Context: an optimization exercise on an open-source flow, tuned for small area. The choices shown serve that exercise and are no tape-out recipe.
The RTL was checked by simulation tests, not by an equivalence proof against the original design.
No driver is modelled on the clock port, so clocking that relies on it looks cheaper here than on a real chip.
Power figures rest on the tool's default switching activity, not on a simulated workload.

## linear_probe_hash_table
module linear_probe_hash_table #(
    parameter int SLOTS     = lpht_pkg::SLOTS_DEF,
    parameter int KEY_BYTES = lpht_pkg::KEY_BYTES_DEF
) (
    input  logic                                            i_clk,
    input  logic                                            i_rst_n,
    input  logic                                            s_axis_tvalid,
    output logic                                            s_axis_tready,
    input  logic [lpht_pkg::KEY_W+lpht_pkg::VALUE_W-1:0]    s_axis_tdata,
    input  logic [lpht_pkg::OP_W-1:0]                       s_axis_tuser,
    output logic                                            m_axis_tvalid,
    input  logic                                            m_axis_tready,
    output logic [lpht_pkg::VALUE_W-1:0]                    m_axis_tdata,
    output logic [lpht_pkg::STATUS_W-1:0]                   m_axis_tuser,
    input  logic                                            i_cfg_we,
    input  logic [lpht_pkg::LEN_W-1:0]                      i_cfg_wdata
);
clock: 10.0 ns
lec_check: 0
cap_margin: 20
core_margin: 2
core_utilization: 60
place_density: 0.75
slew_margin: 20
standard.sh (not shown) runs the stock make flow with config.mk's settings and CLKGATE_MAP_FILE= SYNTH_SCRIPT=/design/flow/synth_recipe.tcl, a recipe that flattens the netlist after the stock synthesis.
==> flow/flow/run.sh <==
#!/bin/bash
set -o pipefail
export BUFFER_PORTS_ARGS="-buffer_cell sky130_fd_sc_hd__buf_1"
export CTS_ARGS="-sink_clustering_enable -repair_clock_nets -dont_use_dummy_load -buf_list sky130_fd_sc_hd__clkbuf_4 -sink_clustering_size 12 -sink_clustering_max_diameter 40 -sink_buffer_max_cap_derate 1.0"
export POST_CTS_TCL="$PWD/flow/fix_clk.tcl"
bash standard.sh > standard.log 2>&1
==> flow/flow/fix_clk.tcl <==
# Upsize the clock-tree buffers that drive a register clock pin with a slow slew,
# then legalise the placement again.
set fix_thr 0.117
estimate_parasitics -placement
set fix_insts {}
foreach pin [get_pins -hierarchical */CLK] {
  if {[get_property $pin slew_max] > $fix_thr} {
    foreach drv [get_pins -of_objects [get_nets -of_objects $pin] -filter "direction==output"] {
      lappend fix_insts [get_full_name [get_cells -of_objects $drv]]
    }
  }
}
set fix_next [dict create sky130_fd_sc_hd__clkbuf_1 sky130_fd_sc_hd__clkbuf_2 \
  sky130_fd_sc_hd__clkbuf_2 sky130_fd_sc_hd__clkbuf_4 sky130_fd_sc_hd__clkbuf_4 sky130_fd_sc_hd__clkbuf_8 \
  sky130_fd_sc_hd__clkbuf_8 sky130_fd_sc_hd__clkbuf_16]
set fix_n 0
foreach name [lsort -unique $fix_insts] {
  set cell [get_cells $name]
  set master [get_property [get_lib_cells -of_objects $cell] name]
  if {[dict exists $fix_next $master]} {
    replace_cell $cell [dict get $fix_next $master]
    incr fix_n
  }
}
puts "fix_clk: upsized $fix_n clock buffers"
if {$fix_n > 0} {
  detailed_placement
  check_placement -verbose
  estimate_parasitics -placement
}
set fix_mx 0
foreach pin [get_pins -hierarchical */CLK] {
  set s [get_property $pin slew_max]
  if {$s > $fix_mx} { set fix_mx $s }
}
puts "fix_clk: largest register clock pin slew $fix_mx"
Edit:
--- a/flow/design.v
+++ b/flow/design.v
@@ -77,17 +77,16 @@
         S_PROBE = 3'd4,
         S_WRITE = 3'd5,
         S_CAPT  = 3'd6,
         S_ACK   = 3'd7
     } t_state;
     t_state                    r_state;
     logic [IW-1:0]             r_pos;
     logic [NW-1:0]             r_rwo;
-    logic [3:0]                r_hj;
     logic [IW-1:0]             r_h;
     logic [IW-1:0]             r_widx;
     logic                      r_free_v;
     logic [LW-1:0]             r_tlen;
     logic                      r_out_valid;
     logic [1:0]                r_out_st;
     logic [OW-1:0]             r_out_val;
     logic                      r_wsel, r_keep, r_vsel, r_vkeep;
@@ -137,25 +136,25 @@
         in_word = '0;
         for (int w = 0; w < NW; w++) begin
             in_word = in_word | ({WW{r_rwo[w]}} & cand[w]);
         end
     end
     assign rw_last  = r_rwo[NW-1];
     assign slot_end = rw_last;
     assign dec      = r_rwo[KWD];
-    assign hstep = (|r_rwo[KWD-1:0]) && !((r_hj == 4'(WW - 1)) && r_rwo[KWD-1]);
-    assign hj5   = 3'(r_hj) * 3'(KWD);
+    assign hstep = (|r_rwo[KWD-1:0]) && !((r_pos == IW'(WW - 1)) && r_rwo[KWD-1]);
+    assign hj5   = 3'(r_pos) * 3'(KWD);
     always_comb begin
         first = 1'b0;
         for (int w = 0; w < KWD; w++) begin
             first = first | (r_rwo[w] && (hj5 == 3'((8 - w) % 8)));
         end
     end
-    assign kbit  = in_word[r_hj];
+    assign kbit  = in_word[r_pos];
     assign t_sum = first ? {r_h, kbit} : ({1'b0, r_h} + (IW + 1)'(kbit));
     assign t_red = (t_sum >= (IW + 1)'(len_use)) ? (t_sum - (IW + 1)'(len_use)) : t_sum;
     assign keymask  = r_rwo[KWD-1] ? {1'b0, {(WW - 1){1'b1}}} : '1;
     assign is_used  = r_used;
     assign is_match = r_used && !r_mis;
     assign is_empty = !r_used && !hd_word[0];
     assign at_h      = (r_pos == r_h);
     assign probe     = dec && (((r_state == S_SEEK) && at_h) ||
@@ -186,23 +185,23 @@
                     if (rw_last && (r_pos == IW'(SLOTS - 1))) begin
                         r_state <= S_IDLE;
                     end
                 end
                 S_IDLE: begin
                     if (s_axis_tvalid && !r_out_valid) begin
                         if (op == 2'd3) begin
                             r_state <= S_ACK;
-                        end else if (rw_last) begin
+                        end else if (rw_last && (r_pos == IW'(SLOTS - 1))) begin
                             r_state <= S_HASH;
                         end
                     end
                 end
                 S_HASH: begin
-                    if (rw_last && (r_hj == 4'(WW - 1))) begin
+                    if (rw_last && (r_pos == IW'(WW - 1))) begin
                         r_state <= S_SEEK;
                     end
                 end
                 S_SEEK, S_PROBE: begin
                     if (probe || exhausted) begin
                         r_state <= S_PROBE;
                     end
                     if (probe && (is_match || is_empty)) begin
@@ -245,28 +244,24 @@
     always_ff @(posedge i_clk) begin
         r_mis <= (r_rwo[0] ? 1'b0 : r_mis) ||
                  ((|r_rwo[KWD-1:0]) && (|((hd_word ^ in_word) & keymask)));
         if (r_rwo[KWD-1]) begin
             r_used <= hd_word[WW-1];
         end
         case (r_state)
             S_IDLE: if (!r_out_valid) begin
-                r_hj      <= '0;
                 r_h       <= '0;
                 r_free_v  <= 1'b0;
                 r_out_st  <= lpht_pkg::ST_NOT_FOUND;
             end
             S_HASH: begin
                 if (hstep) begin
                     r_h <= t_red[IW-1:0];
                 end
-                if (rw_last) begin
-                    r_hj <= r_hj + 4'd1;
-                end
             end
             default: begin
             end
         endcase
         if (probe) begin
             if (!r_free_v && !is_used) begin
                 r_free_v <= 1'b1;
                 r_widx   <= r_pos;
What happened:
- The changed run finished clean
- global-route usage fell by 0.28 points
- design area is about the same
- total power fell by about 0.7%
- die area barely changes
- sequential share of layout area is lower by 0.12 points
- setup slack degrades by 0.014 ns
- non-clock buffer count drops by 2
- sequential cell count went down by 4
- combinational power decreases by about 10%
- maximum frequency is about the same
- via count increases by about 1%
- register-to-register slack gets better by 0.11 ns
- worst hold slack hardly moves
- core utilization barely changes

afterwards: timing with drivers on the ports:
No port has a modelled driver above. Below, the same layouts with a new extraction and two added sets of constraints.
Step 1 assumes that a clkbuf_16 drives the clock port and a buf_2 every other input.
Step 2 moves the port delays by t, midway between the first and last clock arrival at a register: inputs arrive t later, outputs are due t later. That takes back most of the time a late clock gives input paths.
a / b / c = ideal / step 1 / step 2; a / b = the first two.
| run | t (ns) | setup slack, ns | hold WS [ns] | worst setup path after step 2 | worst slew at a driven data input, ns |
|---|---|---|---|---|---|
| the first run | 1.039 | 4.479 / 4.519 / 3.480 | 0.218 / 0.218 / 0.218 | input to register | 0.09 |
| the second run | 1.041 | 4.465 / 4.505 / 3.463 | 0.217 / 0.217 / 0.217 | input to register | 0.08 |
After both steps setup and hold are still met in every run listed. For the second run, which loses most, drivers alone change the setup slack by +0.040 ns; drivers and shift together by -1.002 ns.
